What follows belongs to an exercise in optimizing a design on an open flow for small area, a short achievable clock period and few clock cycles per item; a production flow would make more cautious choices.
Function was checked by simulation only, so behaviour that the tests miss may differ from the original.

## series_eval_engine
module series_eval_engine #(
    parameter int WIDTH = 16,
    parameter int TERMS = 4
) (
    input  logic             clk,
    input  logic             rst,
    input  logic             start,
    input  logic [WIDTH-1:0] x,
    input  logic             coef_wr,
    input  logic [2:0]       coef_addr,
    input  logic [WIDTH-1:0] coef_data,
    output logic             busy,
    output logic             done,
    output logic [WIDTH-1:0] result,
    output logic             ovf
);
Size in the first run: about 5900 cells after synthesis, about 58 I/O pins, about 69000 um2 of cells after synthesis.
export LEC_CHECK = 0
export CAP_MARGIN = 40
export CORE_MARGIN = 2
export CORE_UTILIZATION = 75
export CTS_CLUSTER_DIAMETER = 60
export CTS_CLUSTER_SIZE = 40
export SLEW_MARGIN = 60
export SYNTH_HIERARCHICAL = 1
create_clock -name core_clock -period 11.0 [get_ports {clk}]
standard.sh (not shown) runs the stock make flow with config.mk's settings and CLKGATE_MAP_FILE= SYNTH_SCRIPT=/design/flow/synth_recipe.tcl, a recipe that flattens the netlist after the stock synthesis.
==> flow/flow/run.sh <==
#!/bin/bash
# The standard layout, except that the port buffers are buf_4 cells
# (buffer_ports otherwise picks a slow delay buffer, which then sets the
# period through the output paths).
set -euo pipefail
export BUFFER_PORTS_ARGS="-buffer_cell sky130_fd_sc_hd__buf_4"
bash standard.sh > standard_flow.log 2>&1
The starting point finished clean.
Testbench counts at the start, summed over its fixed seeds: cycles 1,752, items 1,536.
Change:
Settings changed: CAP_MARGIN 40 to 50, CTS_CLUSTER_DIAMETER 60 to 100, CTS_CLUSTER_SIZE 40 to 30, SLEW_MARGIN 60 to 75.
Hold slack is better by 0.0053 ns. Flip-flop and latch count stays the same. Cell area drops by about 0.7%. Fmax climbs by about 2.3%. Final cell count went down by about 0.5%.

---

Starting RTL as in the previous note.
==> flow/config.mk <==
export PLATFORM = sky130hd
export DESIGN_NAME = series_eval_engine
export DESIGN_NICKNAME = series_eval_engine
export VERILOG_FILES = /design/flow/design.v
export SDC_FILE = /design/flow/constraint.sdc
export NUM_CORES = 4
export LEC_CHECK = 0
export CAP_MARGIN = 50
export CORE_MARGIN = 2
export CORE_UTILIZATION = 75
export CTS_CLUSTER_DIAMETER = 60
export CTS_CLUSTER_SIZE = 40
export SLEW_MARGIN = 75
export SYNTH_HIERARCHICAL = 1
==> flow/constraint.sdc <==
create_clock -name core_clock -period 11.0 [get_ports {clk}]
set_input_delay 2.2000 -clock core_clock [delete_from_list [all_inputs] [get_ports {clk}]]
set_output_delay 2.2000 -clock core_clock [all_outputs]
set_load 0.01 [all_outputs]
Scripts as last shown in full above: flow/flow/run.sh
The baseline completed without violations.
Testbench counts at the start, summed over its fixed seeds: cycles 1,752, items 1,536.
Rerun with:
CAP_MARGIN = 60   (was 50)
SLEW_MARGIN = 85   (was 75)
Result: Setup slack loses 0.024 ns. Cell area rose by roughly a tenth. Wire length rose by about a fifth. Area after synthesis stays the same. Hold slack is about the same. Non-clock buffer count rose by 305. Cell count rose by a few percent.
Rerun with:
CAP_MARGIN = 50   (was 60)
CORE_UTILIZATION = 82   (was 75)
SLEW_MARGIN = 75   (was 85)
=> Setup slack is worse by 0.12 ns; clock skew rises by 0.0065 ns; die area falls by 8.4%; final area falls by 10%; sequential share of layout area rises by 2.7 points; routed wire length falls by 9.3%; global-route usage rises by 2.2 points.

---

oak:
series_eval_engine again, from the RTL that the note above started with.
clock: 11.0 ns
lec_check: 0
cap_margin: 50
core_margin: 2
core_utilization: 75
cts_cluster_diameter: 60
cts_cluster_size: 50
slew_margin: 75
synth_hierarchical: 1
Scripts as last shown in full above: flow/flow/run.sh
Testbench counts of oak, summed over its fixed seeds: cycles 1,752, items 1,536.
Here is what was changed in the inputs of pine compared with oak.
Settings: CTS_CLUSTER_SIZE: 50 -> 40.
==> flow/flow/run.sh <==
#!/bin/bash
set -euo pipefail
export BUFFER_PORTS_ARGS="-buffer_cell sky130_fd_sc_hd__buf_4"
export SETUP_SLACK_MARGIN=7.75
bash standard.sh > standard_flow.log 2>&1
## What came out
pine | status: complete | timing, DRC, antenna: pass. Between oak and pine, the flow reports non-clock buffer count increasing by more than 10%. Final net count: oak and pine compared, higher one is pine. Diff oak..pine | simple-gate area share of the yosys netlist | unchanged.

## what the ideal ports hide
Ports are ideal in the flow. The routed layouts listed here were re-timed in OpenROAD.
Step 1 assumes that a clkbuf_16 drives the clock port and a buf_2 every other input.
Step 2 adds t to the input delays and takes it off the output delays; t is the mean of the earliest and latest rising clock arrival at the registers after step 1. Input paths then give back, and output paths get back, about the clock's delay inside the block.
Three values: ideal, step 1, step 2; two values: the first two.
run	t (ns)	slack for setup (ns)	pins driven straight from the clock port
the first run of note 1	0.724	7.525 / 7.513 / 7.525	1
the second run of note 1	0.706	7.605 / 7.533 / 7.672	1
the first run of note 2	0.747	7.575 / 7.502 / 7.703	1
the second run of note 2	0.756	7.551 / 7.477 / 7.600	1
the third run of note 2	0.746	7.429 / 7.429 / 7.429	1
oak	0.747	7.575 / 7.502 / 7.703	1
pine	0.742	7.561 / 7.492 / 7.800	1
After both steps every run listed still meets setup and hold.
